This design comes from an exercise in tuning for small area on the open sky130 flow, not from production work. Only simulation tests tie the RTL to the original design; equivalence was not proved. Power and IR drop assume default switching activity.

// regfile_sb
module regfile_sb #(
    parameter int unsigned  XLEN     = 32,
    parameter int unsigned  DEPTH    = 32,
    parameter bit           ZERO_REG = 1'b1,
    parameter bit           BYPASS   = 1'b1,
    localparam int unsigned AW       = $clog2(DEPTH)
) (
    input  logic            Clk,
    input  logic            Rst_n,
    input  logic [AW-1:0]   raddr1,
    input  logic [AW-1:0]   raddr2,
    output logic [XLEN-1:0] rdata1,
    output logic [XLEN-1:0] rdata2,
    output logic            rbusy1,
    output logic            rbusy2,
    output logic            stall,
    input  logic            issue_valid,
    input  logic [AW-1:0]   issue_addr,
    input  logic            RegWrite,
    input  logic [AW-1:0]   waddr,
    input  logic [XLEN-1:0] wdata,
    input  logic            flush,
    output logic [AW:0]     pending_cnt
);
    localparam int NGRP = (DEPTH - 1) / 3;   
    logic [XLEN-1:0]  regs_q [1:DEPTH-1];
    logic [XLEN-1:0]  regs_d [1:DEPTH-1];
  ...
Size: roughly 1,100 flip-flops, about 130 I/O pins, roughly 41,000 um2 of cells after synthesis.
==> module regfile_sb, before the edit <==
module regfile_sb #(
    parameter int unsigned  XLEN     = 32,
    parameter int unsigned  DEPTH    = 32,
    parameter bit           ZERO_REG = 1'b1,
    parameter bit           BYPASS   = 1'b1,
    localparam int unsigned AW       = $clog2(DEPTH)
) (
    input  logic            Clk,
    input  logic            Rst_n,
    input  logic [AW-1:0]   raddr1,
    input  logic [AW-1:0]   raddr2,
    output logic [XLEN-1:0] rdata1,
    output logic [XLEN-1:0] rdata2,
    output logic            rbusy1,
    output logic            rbusy2,
    output logic            stall,
    input  logic            issue_valid,
    input  logic [AW-1:0]   issue_addr,
    input  logic            RegWrite,
    input  logic [AW-1:0]   waddr,
    input  logic [XLEN-1:0] wdata,
    input  logic            flush,
    output logic [AW:0]     pending_cnt
);
    localparam int NGRP = (DEPTH - 1) / 3;   
    logic [XLEN-1:0]  regs_q [1:DEPTH-1];
    logic [XLEN-1:0]  regs_d [1:DEPTH-1];
    logic [DEPTH-1:1] valid_q, valid_d;
    logic [DEPTH-1:1] pending_q, pending_d;
    logic [AW:0]      cnt_q, cnt_d;
    logic [3:0]       r1_lo, r2_lo, w_lo, i_lo;    
    logic [7:0]       r1_hi, r2_hi, w_hi, i_hi;    
    logic [DEPTH-1:1] wsel, wsel_n, isel, dec1, dec2;
    logic [DEPTH-1:1] pw;                        
    logic [DEPTH-1:1] rsel1, rsel2;
    logic             iss, inc, dec, iw_same;
    assign iss = issue_valid && (issue_addr != '0);
    always_comb begin
        r1_lo = 4'b1 << raddr1[1:0];
        r2_lo = 4'b1 << raddr2[1:0];
        w_lo  = 4'b1 << waddr[1:0];
        i_lo  = 4'b1 << issue_addr[1:0];
        r1_hi = 8'b1 << raddr1[4:2];
        r2_hi = 8'b1 << raddr2[4:2];
        w_hi  = RegWrite    ? (8'b1 << waddr[4:2])      : 8'b0;
        i_hi  = issue_valid ? (8'b1 << issue_addr[4:2]) : 8'b0;
        for (int i = 1; i < DEPTH; i++) begin
            wsel[i]    = w_lo[i % 4] && w_hi[i / 4];
            wsel_n[i]  = !wsel[i];
            isel[i]    = i_lo[i % 4] && i_hi[i / 4];
            dec1[i]    = r1_lo[i % 4] && r1_hi[i / 4];
            dec2[i]    = r2_lo[i % 4] && r2_hi[i / 4];
            valid_d[i] = valid_q[i] || wsel[i];
            pw[i]      = pending_q[i] && wsel_n[i];
            rsel1[i]   = dec1[i] && valid_d[i];
            rsel2[i]   = dec2[i] && valid_d[i];
        end
    end
    for (genvar b = 0; b < int'(XLEN); b++) begin : g_bit
        logic [NGRP:0] grp1, grp2;
        for (genvar k = 0; k < NGRP; k++) begin : g_grp
            regfile_sb_aoi222 u_r1 (
                .a1(regs_d[3*k+1][b]), .a2(rsel1[3*k+1]),
                .b1(regs_d[3*k+2][b]), .b2(rsel1[3*k+2]),
                .c1(regs_d[3*k+3][b]), .c2(rsel1[3*k+3]),
                .y(grp1[k])
            );
            regfile_sb_aoi222 u_r2 (
                .a1(regs_d[3*k+1][b]), .a2(rsel2[3*k+1]),
                .b1(regs_d[3*k+2][b]), .b2(rsel2[3*k+2]),
                .c1(regs_d[3*k+3][b]), .c2(rsel2[3*k+3]),
                .y(grp2[k])
            );
        end
        regfile_sb_nand2 u_l1 (.a(regs_d[DEPTH-1][b]), .b(rsel1[DEPTH-1]), .y(grp1[NGRP]));
        regfile_sb_nand2 u_l2 (.a(regs_d[DEPTH-1][b]), .b(rsel2[DEPTH-1]), .y(grp2[NGRP]));
        regfile_sb_nand11 u_o1 (.a(grp1), .y(rdata1[b]));
        regfile_sb_nand11 u_o2 (.a(grp2), .y(rdata2[b]));
    end
    assign rbusy1      = |(dec1 & pw);
    assign rbusy2      = |(dec2 & pw);
    assign stall       = rbusy1 || rbusy2;
    assign pending_cnt = cnt_q;
    for (genvar g = 1; g < int'(DEPTH); g++) begin : g_reg
        for (genvar b = 0; b < int'(XLEN); b++) begin : g_bit
            regfile_sb_ao22 u_hold (
                .a1(regs_q[g][b]), .a2(wsel_n[g]),
                .b1(wdata[b]),     .b2(wsel[g]),
                .y(regs_d[g][b])
            );
        end
        always_ff @(posedge Clk) begin
            regs_q[g] <= regs_d[g];
        end
    end
    always_comb begin
        for (int i = 1; i < DEPTH; i++) begin
            pending_d[i] = isel[i] || (pw[i] && !flush);
        end
    end
    always_comb begin
        iw_same = (issue_addr == waddr);
        inc     = iss && !(|(isel & pending_q));
        dec     = !flush && (|(wsel & pending_q)) && !(issue_valid && iw_same);
        if (flush) begin
            cnt_d = {{AW{1'b0}}, iss};
        end else begin
            cnt_d = cnt_q + {{AW{1'b0}}, inc} - {{AW{1'b0}}, dec};
        end
    end
    always_ff @(posedge Clk or negedge Rst_n) begin
        if (!Rst_n) begin
            valid_q   <= '0;
            pending_q <= '0;
            cnt_q     <= '0;
        end else begin
            valid_q   <= valid_d;
            pending_q <= pending_d;
            cnt_q     <= cnt_d;
        end
    end
endmodule
clock: 9.0 ns
lec_check: 0
cap_margin: 10
cell_pad_in_sites_detail_placement: 1
cell_pad_in_sites_global_placement: 2
core_margin: 2
core_utilization: 40
cts_buf_list: sky130_fd_sc_hd__clkbuf_8
cts_cluster_diameter: 50
cts_cluster_size: 16
place_density: 0.5
slew_margin: 10
synth_hierarchical: 1
standard.sh (not shown) runs the stock make flow with config.mk's settings and CLKGATE_MAP_FILE= SYNTH_SCRIPT=/design/flow/synth_recipe.tcl, a recipe that flattens the netlist after the stock synthesis.
==> flow/flow/run.sh <==
#!/bin/bash
# Standard layout, with two changes to how it is built:
#  * the port buffers are the smallest buffer (buf_1) instead of the default choice;
#  * clock tree synthesis uses clkbuf_8 with small sink clusters and adds no dummy loads.
# Each tool's full output goes to the ORFS logs under orfs/logs; make's own output to flow.log.
set -euo pipefail
bash standard.sh \
  "BUFFER_PORTS_ARGS=-buffer_cell sky130_fd_sc_hd__buf_1" \
  "CTS_ARGS=-sink_clustering_enable -repair_clock_nets -dont_use_dummy_load -sink_clustering_size 16 -sink_clustering_max_diameter 50 -buf_list sky130_fd_sc_hd__clkbuf_8" \
  finish > flow.log 2>&1
The starting point passed the timing, DRC and antenna checks.
Edit:
--- a/flow/design.v
+++ b/flow/design.v
@@ -12,12 +12,24 @@
 endmodule
 module regfile_sb_nand2 (
     input  logic a, b,
     output logic y
 );
     assign y = ~(a & b);
+endmodule
+module regfile_sb_and2 (
+    input  logic a, b,
+    output logic y
+);
+    assign y = a & b;
+endmodule
+module regfile_sb_and3 (
+    input  logic a, b, c,
+    output logic y
+);
+    assign y = a & b & c;
 endmodule
 module regfile_sb_nand11 (
     input  logic [10:0] a,
     output logic        y
 );
     assign y = ~&a;
@@ -66,22 +78,24 @@
         i_lo  = 4'b1 << issue_addr[1:0];
         r1_hi = 8'b1 << raddr1[4:2];
         r2_hi = 8'b1 << raddr2[4:2];
         w_hi  = RegWrite    ? (8'b1 << waddr[4:2])      : 8'b0;
         i_hi  = issue_valid ? (8'b1 << issue_addr[4:2]) : 8'b0;
         for (int i = 1; i < DEPTH; i++) begin
-            wsel[i]    = w_lo[i % 4] && w_hi[i / 4];
-            wsel_n[i]  = !wsel[i];
             isel[i]    = i_lo[i % 4] && i_hi[i / 4];
             dec1[i]    = r1_lo[i % 4] && r1_hi[i / 4];
             dec2[i]    = r2_lo[i % 4] && r2_hi[i / 4];
             valid_d[i] = valid_q[i] || wsel[i];
             pw[i]      = pending_q[i] && wsel_n[i];
-            rsel1[i]   = dec1[i] && valid_d[i];
-            rsel2[i]   = dec2[i] && valid_d[i];
         end
+    end
+    for (genvar g = 1; g < int'(DEPTH); g++) begin : g_sel
+        regfile_sb_and2  u_w  (.a(w_lo[g % 4]), .b(w_hi[g / 4]), .y(wsel[g]));
+        regfile_sb_nand2 u_wn (.a(w_lo[g % 4]), .b(w_hi[g / 4]), .y(wsel_n[g]));
+        regfile_sb_and3  u_r1 (.a(r1_lo[g % 4]), .b(r1_hi[g / 4]), .c(valid_d[g]), .y(rsel1[g]));
+        regfile_sb_and3  u_r2 (.a(r2_lo[g % 4]), .b(r2_hi[g / 4]), .c(valid_d[g]), .y(rsel2[g]));
     end
     for (genvar b = 0; b < int'(XLEN); b++) begin : g_bit
         logic [NGRP:0] grp1, grp2;
         for (genvar k = 0; k < NGRP; k++) begin : g_grp
             regfile_sb_aoi222 u_r1 (
                 .a1(regs_d[3*k+1][b]), .a2(rsel1[3*k+1]),
What happened: First-iteration DRC count rises by about a fifth; hold slack got worse by 0.027 ns; global-route usage rose by 4.0 points; cell area falls slightly; total power grows slightly; die area is about the same; critical path depth falls by 3.

==> separate check: timing with driven ports <==
In the flow no input, the clock included, has a driving cell. The finished layouts below were timed again as built, in two steps. Step 1 (the two cells are an assumption about what drives the block):
set clk [get_ports {Clk}]
set_driving_cell -lib_cell sky130_fd_sc_hd__clkbuf_16 $clk
set_driving_cell -lib_cell sky130_fd_sc_hd__buf_2 [delete_from_list [all_inputs] $clk]
Step 2 moves the port delays by t, midway between the first and last clock arrival at a register: inputs arrive t later, outputs are due t later. That takes back most of the time a late clock gives input paths. Slacks: ideal ports / drivers / drivers and shift; pairs: ideal ports / drivers.
| run | t (ns) | slack for setup (ns) | worst slew at a driven data input, ns |
|---|---|---|---|
| the first run | 0.915 | 1.094 / 1.072 / 1.072 | 0.21 |
| the second run | 0.916 | 1.261 / 1.230 / 1.230 | 0.14 |
After both steps every run listed still meets setup and hold. For the second run, which loses most, drivers alone change the setup slack by -0.031 ns; drivers and shift together by -0.031 ns.
